Source: an optimization exercise on an open RTL-to-GDS flow (aim: small area, a short achievable clock period and few clock cycles per item). Production flows keep margins and buffers that such runs may drop.
Only simulation tests tie the RTL to the original design; equivalence was not proved.
Power is estimated from default activity; no workload was simulated.

== lane 1 ==
// dual_median_obstacle_detector_unit
module dual_median_obstacle_detector_unit #(
  parameter int WINDOW = 7
) (
  input  logic                               clk,
  input  logic                               rst_n,
  input  logic                               in_valid,
  output logic                               in_stall,
  input  logic [31:0]                        in_data,
  output logic                               out_valid,
  input  logic                               out_stall,
  output logic [29:0]                        out_data,
  input  logic                               cfg_we,
  input  logic [1:0]                         cfg_index,
  input  logic [dmod_pkg::VAL_W-1:0]         cfg_wdata
);
  dmod_pkg::dmod_in_t in_s;
  assign in_s = in_data;
  localparam int CNT_W = $clog2(WINDOW + 1);
  logic [VAL_W-1:0] accept_min_r, accept_max_r, stop_dist_r;
  logic [RC_W-1:0]  ready_count_r;
  always_ff @(posedge clk) begin
    if (!rst_n) begin
      accept_min_r  <= ACCEPT_MIN_RST;
      accept_max_r  <= ACCEPT_MAX_RST;
      stop_dist_r   <= STOP_DIST_RST;
      ready_count_r <= READY_COUNT_RST;
    end else if (cfg_we) begin
      unique case (cfg_index)
        CFG_ACCEPT_MIN:  accept_min_r  <= cfg_wdata;
        CFG_ACCEPT_MAX:  accept_max_r  <= cfg_wdata;
        CFG_STOP_DIST:   stop_dist_r   <= cfg_wdata;
        CFG_READY_COUNT: ready_count_r <= cfg_wdata[RC_W-1:0];
        default:         accept_min_r  <= accept_min_r;
      endcase
    end
  end
  logic             in_stall_r;
  logic             a_valid_r;
  logic             in_accept;
  logic             pend_r;       
  logic             skid_valid_r;
  ...
Size: about 410 flip-flops, roughly 85 I/O pins, ~22000 um^2 of cells after synthesis.
==> flow/config.mk <==
export PLATFORM = sky130hd
export DESIGN_NAME = dual_median_obstacle_detector_unit
export DESIGN_NICKNAME = dual_median_obstacle_detector_unit
export VERILOG_FILES = /design/flow/design.v
export SDC_FILE = /design/flow/constraint.sdc
export NUM_CORES = 4
export LEC_CHECK = 0
export CAP_MARGIN = 20
export CORE_MARGIN = 2
export CORE_UTILIZATION = 55
export CTS_BUF_LIST = sky130_fd_sc_hd__clkbuf_8
export CTS_CLUSTER_DIAMETER = 60
export CTS_CLUSTER_SIZE = 14
export SETUP_SLACK_MARGIN = 5
export SLEW_MARGIN = 20
export SYNTH_HIERARCHICAL = 1
==> flow/constraint.sdc <==
create_clock -name core_clock -period 8.0 [get_ports {clk}]
set_input_delay 1.6000 -clock core_clock [delete_from_list [all_inputs] [get_ports {clk}]]
set_output_delay 1.6000 -clock core_clock [all_outputs]
set_load 0.01 [all_outputs]
standard.sh (not shown) runs the stock make flow with config.mk's settings and CLKGATE_MAP_FILE= SYNTH_SCRIPT=/design/flow/synth_recipe.tcl, a recipe that flattens the netlist after the stock synthesis.
==> flow/flow/run.sh <==
#!/bin/bash
# The standard layout with the port buffers made from buf_2 cells instead of
# the default delay buffers. make's output goes to standard.log; each step's
# tool log is under orfs/logs/.
set -euo pipefail
bash standard.sh "BUFFER_PORTS_ARGS=-buffer_cell sky130_fd_sc_hd__buf_2" finish > standard.log 2>&1
Testbench counts of lane 1, summed over its fixed seeds: cycles 16,024, items 16,000.
## Diff of input files: lane 2 against lane 1
==> flow/run.sh (new file) <==
#!/bin/bash
# synth_recipe.tcl (not shown) runs the flow's synth.tcl, then flattens the netlist and writes it again
# the make line also repeats each setting of config.mk as NAME=value (left out here)
make -C /OpenROAD-flow-scripts/flow DESIGN_CONFIG=/design/flow/config.mk WORK_HOME=/design/flow/orfs CLKGATE_MAP_FILE= SYNTH_SCRIPT=/design/flow/synth_recipe.tcl finish
-- flow/config.mk --
<<< lane 1, line 9
export CORE_MARGIN = 2
export CORE_UTILIZATION = 55
export CTS_BUF_LIST = sky130_fd_sc_hd__clkbuf_8
>>> lane 2, line 9
export CORE_MARGIN = 2
export CORE_UTILIZATION = 40
export CTS_BUF_LIST = sky130_fd_sc_hd__clkbuf_8
removed: flow/flow/run.sh
removed: flow/standard.sh
--- outcome ---
From lane 1 to lane 2 the numbers moved as follows: cell count went up, share of the synthesized area in compound gates (AO/OA/AOI/OAI) flat, maximum operating frequency +0.0081 GHz.
Relative to lane 1, final worst-path cycle share has decreased by 0.88 points in lane 2.
Relative to lane 2, the following input files were edited for lane 3:
-- flow/config.mk --
<<< lane 2, line 7
export LEC_CHECK = 0
export CAP_MARGIN = 20
export CORE_MARGIN = 2
export CORE_UTILIZATION = 40
export CTS_BUF_LIST = sky130_fd_sc_hd__clkbuf_8
>>> lane 3, line 7
export LEC_CHECK = 0
export CAP_MARGIN = 10
export CORE_MARGIN = 2
export CORE_UTILIZATION = 55
export CTS_BUF_LIST = sky130_fd_sc_hd__clkbuf_8
<<< lane 2, line 14
export SETUP_SLACK_MARGIN = 5
export SLEW_MARGIN = 20
export SYNTH_HIERARCHICAL = 1
>>> lane 3, line 14
export SETUP_SLACK_MARGIN = 5
export SLEW_MARGIN = 10
export SYNTH_HIERARCHICAL = 1
==> notes.md <==
Lane 3 went all the way through synthesis, placement and routing and the layout is clean on timing, DRC and antenna.
As far as power spent charging and discharging nets is concerned, lane 2 and lane 3 perform about the same.
Delta(worst setup slack before clock tree synthesis, lane 3 - lane 2) > 0
Compared with lane 2, lane 3 has less setup slack.
[inputs] lane 4 vs lane 3
-- flow/config.mk --
<<< lane 3, line 7
export LEC_CHECK = 0
export CAP_MARGIN = 10
export CORE_MARGIN = 2
>>> lane 4, line 7
export LEC_CHECK = 0
export CAP_MARGIN = 20
export CORE_MARGIN = 2
<<< lane 3, line 14
export SETUP_SLACK_MARGIN = 5
export SLEW_MARGIN = 10
export SYNTH_HIERARCHICAL = 1
>>> lane 4, line 14
export SETUP_SLACK_MARGIN = 5
export SLEW_MARGIN = 20
export SYNTH_HIERARCHICAL = 1
--- outcome ---
- Lane 4 packs its core more loosely than lane 3.
- The global-route usage on lane 4 is in line with that on lane 3.
- Per the comparison of lane 4 with lane 3, count of clock-net buffers in the final layout shows a reduction of 2, filler-free cell count of the finished design went down.


## wip/amber
Another version of the RTL of dual_median_obstacle_detector_unit (not shown whole).
Size: ~1800 cells after synthesis, ~410 flip-flops, ~85 I/O pins, about 0.020 mm2 of cells after synthesis.
## dual_median_obstacle_detector_unit
module dual_median_obstacle_detector_unit #(
  parameter int WINDOW = 7
) (
  input  logic                               clk,
  input  logic                               rst_n,
  input  logic                               in_valid,
  output logic                               in_stall,
  input  logic [31:0]                        in_data,
  output logic                               out_valid,
  input  logic                               out_stall,
  output logic [29:0]                        out_data,
  input  logic                               cfg_we,
  input  logic [1:0]                         cfg_index,
  input  logic [dmod_pkg::VAL_W-1:0]         cfg_wdata
);
  dmod_pkg::dmod_in_t in_s;
  assign in_s = in_data;
  localparam int CNT_W = $clog2(WINDOW + 1);
  logic [VAL_W-1:0] accept_min_r, accept_max_r, stop_dist_r;
  logic [RC_W-1:0]  ready_count_r;
  always_ff @(posedge clk) begin
    if (!rst_n) begin
      accept_min_r  <= ACCEPT_MIN_RST;
      accept_max_r  <= ACCEPT_MAX_RST;
      stop_dist_r   <= STOP_DIST_RST;
      ready_count_r <= READY_COUNT_RST;
    end else if (cfg_we) begin
      unique case (cfg_index)
        CFG_ACCEPT_MIN:  accept_min_r  <= cfg_wdata;
        CFG_ACCEPT_MAX:  accept_max_r  <= cfg_wdata;
        CFG_STOP_DIST:   stop_dist_r   <= cfg_wdata;
  ...
export LEC_CHECK = 0
export CAP_MARGIN = 20
export CORE_MARGIN = 2
export CORE_UTILIZATION = 55
export CTS_BUF_LIST = sky130_fd_sc_hd__clkbuf_8
export CTS_CLUSTER_DIAMETER = 60
export CTS_CLUSTER_SIZE = 14
export SLEW_MARGIN = 20
export SYNTH_HIERARCHICAL = 1
create_clock -name core_clock -period 8.0 [get_ports {clk}]
==> flow/flow/run.sh <==
#!/bin/bash
# The standard layout with the port buffers made from buf_2 cells instead of
# the default delay buffers, and timing repair aimed 5.3 ns below the
# clock period. make's output goes to standard.log; each step's
# tool log is under orfs/logs/.
set -euo pipefail
bash standard.sh "BUFFER_PORTS_ARGS=-buffer_cell sky130_fd_sc_hd__buf_2" SETUP_SLACK_MARGIN=5.3 finish > standard.log 2>&1
wip/amber was carried through to the last stage, and its layout satisfied the timing, design-rule and antenna checks.
Testbench counts of wip/amber, summed over its fixed seeds: cycles 16,024, items 16,000.
For wip/willow, these inputs were changed with respect to wip/amber:
==> flow/flow/run.sh <==
#!/bin/bash
# The standard layout with the port buffers made from buf_2 cells instead of
# the default delay buffers. make's output goes to standard.log; each step's
# tool log is under orfs/logs/.
set -euo pipefail
bash standard.sh "BUFFER_PORTS_ARGS=-buffer_cell sky130_fd_sc_hd__buf_2" finish > standard.log 2>&1
--- a/flow/config.mk
+++ b/flow/config.mk
@@ -8,8 +8,9 @@
 export CAP_MARGIN = 20
 export CORE_MARGIN = 2
-export CORE_UTILIZATION = 55
+export CORE_UTILIZATION = 65
 export CTS_BUF_LIST = sky130_fd_sc_hd__clkbuf_8
 export CTS_CLUSTER_DIAMETER = 60
 export CTS_CLUSTER_SIZE = 14
+export SETUP_SLACK_MARGIN = 5
 export SLEW_MARGIN = 20
 export SYNTH_HIERARCHICAL = 1
[summary]
wip/willow: done, clean on timing, DRC and antenna. wip/amber: PASS, flow complete, no timing, DRC or antenna violations. Compared with wip/amber, in wip/willow fraction of power consumed by combinational cells level; final setup violation count level; worst hold-check slack level; register-to-register slack moved up. [wip/willow vs wip/amber] global-route usage: higher in wip/willow. Register share of total power ends up lower on wip/amber. The run showing the smaller power is wip/willow.
Input changes introduced in wip/juniper (baseline for comparison: wip/willow):
--- a/flow/config.mk
+++ b/flow/config.mk
@@ -8,8 +8,8 @@
 export CAP_MARGIN = 20
 export CORE_MARGIN = 2
-export CORE_UTILIZATION = 65
+export CORE_UTILIZATION = 55
 export CTS_BUF_LIST = sky130_fd_sc_hd__clkbuf_8
-export CTS_CLUSTER_DIAMETER = 60
-export CTS_CLUSTER_SIZE = 14
+export CTS_CLUSTER_DIAMETER = 80
+export CTS_CLUSTER_SIZE = 18
 export SETUP_SLACK_MARGIN = 5
 export SLEW_MARGIN = 20
### Flow results
Clock network fraction of design power in wip/juniper is 3.2 points below wip/willow.
met1 as the busiest metal layer after global routing was reported by wip/juniper, and met2 by wip/willow.
~same post-detailed-route count of antenna-violating nets in wip/juniper and wip/willow
Looking at wip/juniper and wip/willow, the combinational power is a wash.
Via density per instance in wip/juniper is 0.29 below wip/willow.
Compared with wip/willow, wip/juniper shows a higher arrival time at the worst endpoint.
From wip/willow to wip/juniper the numbers moved as follows: die area rose about 18%; post-route total power fell 4.3%.
What wip/pepper does differently from wip/juniper at the input level:
==> flow/flow/run.sh <==
#!/bin/bash
# The standard layout with the port buffers made from buf_2 cells instead of
# the default delay buffers, and timing repair aimed 5.8 ns below the
# clock period. make's output goes to standard.log; each step's
# tool log is under orfs/logs/.
set -euo pipefail
bash standard.sh "BUFFER_PORTS_ARGS=-buffer_cell sky130_fd_sc_hd__buf_2" SETUP_SLACK_MARGIN=5.8 finish > standard.log 2>&1
--- a/flow/config.mk
+++ b/flow/config.mk
@@ -10,7 +10,6 @@
 export CORE_UTILIZATION = 55
 export CTS_BUF_LIST = sky130_fd_sc_hd__clkbuf_8
-export CTS_CLUSTER_DIAMETER = 80
-export CTS_CLUSTER_SIZE = 18
-export SETUP_SLACK_MARGIN = 5
+export CTS_CLUSTER_DIAMETER = 60
+export CTS_CLUSTER_SIZE = 14
 export SLEW_MARGIN = 20
 export SYNTH_HIERARCHICAL = 1
==> comparison <==
Diff wip/pepper and wip/juniper: met2 routing resource usage after global routing higher in wip/pepper. Per the comparison of wip/pepper with wip/juniper, clock-buffer cell count grew by 19%; headroom to the max-slew limit grew by 18 points; total CTS buffers grew by 9.
Inputs modified between wip/pepper and wip/maple:
==> flow/flow/run.sh <==
#!/bin/bash
# The standard layout with the port buffers made from buf_2 cells instead of
# the default delay buffers. make's output goes to standard.log; each step's
# tool log is under orfs/logs/.
set -euo pipefail
bash standard.sh "BUFFER_PORTS_ARGS=-buffer_cell sky130_fd_sc_hd__buf_2" finish > standard.log 2>&1
--- a/flow/config.mk
+++ b/flow/config.mk
@@ -12,4 +12,5 @@
 export CTS_CLUSTER_DIAMETER = 60
 export CTS_CLUSTER_SIZE = 14
+export SETUP_SLACK_MARGIN = 4.6
 export SLEW_MARGIN = 20
 export SYNTH_HIERARCHICAL = 1
Results
Compared to wip/pepper, wip/maple has initial DRC count about 24% lower. u_right_ring.rel_r[1]$_DFFE_PP_ as the last element of the critical path was reported by wip/pepper, and u_left_ring.rel_r[2]$_DFFE_PP_ by wip/maple. wip/maple completed; timing, DRC and antenna clean. Summary of wip/maple over wip/pepper: combinational fraction of design power has decreased; final critical-path share of the clock period has increased; core utilization has decreased; maximum operating frequency has decreased; average via count per standard cell has decreased. NOTE: setup slack on the worst flop-to-flop path in wip/maple falls short of that of wip/pepper. In the flow results for wip/maple and wip/pepper, the sequential share of layout area is smaller on wip/pepper. Diff wip/pepper -> wip/maple | count of nets after finishing | down by more than 10%.

-- separate check: timing with driven ports --
No port has a modelled driver above. Below, the same layouts with a new extraction and two added sets of constraints. Step 1: set_driving_cell puts a clkbuf_16 on clk and a buf_2 on each other input, an assumption about the parent block. Step 2 adds t to the input delays and takes it off the output delays; t is the mean of the earliest and latest rising clock arrival at the registers after step 1. Input paths then give back, and output paths get back, about the clock's delay inside the block. Three values: no drivers, after step 1, after step 2; two values: the first two.
run | t, ns | slack for setup (ns) | latest minus earliest clock arrival (ns) | worst register clock-pin slew, ns | worst data-port slew with drivers (ns)
lane 1 | 0.689 | 5.007 / 4.956 / 4.437 | 0.024 / 0.024 | 0.10 / 0.10 | 0.03
lane 2 | 0.677 | 5.078 / 5.024 / 4.442 | 0.040 / 0.041 | 0.10 / 0.10 | 0.06
lane 3 | 0.676 | 4.975 / 4.999 / 4.323 | 0.030 / 0.030 | 0.10 / 0.10 | 0.04
lane 4 | 0.669 | 5.070 / 5.027 / 4.422 | 0.032 / 0.031 | 0.10 / 0.10 | 0.04
wip/amber | 0.651 | 4.938 / 4.938 / 4.787 | 0.026 / 0.026 | 0.10 / 0.10 | 0.04
wip/willow | 0.613 | 4.994 / 4.994 / 4.789 | 0.023 / 0.023 | 0.10 / 0.10 | 0.04
wip/juniper | 0.697 | 5.006 / 4.960 / 4.805 | 0.040 / 0.040 | 0.12 / 0.12 | 0.03
wip/pepper | 0.663 | 4.942 / 4.942 / 4.903 | 0.021 / 0.021 | 0.10 / 0.10 | 0.18
wip/maple | 0.657 | 4.710 / 4.710 / 4.710 | 0.032 / 0.032 | 0.10 / 0.10 | 0.04
After both steps every run listed still meets setup and hold. The setup slack of lane 3, which loses most, moves by +0.024 ns with the drivers and by -0.652 ns with both steps.
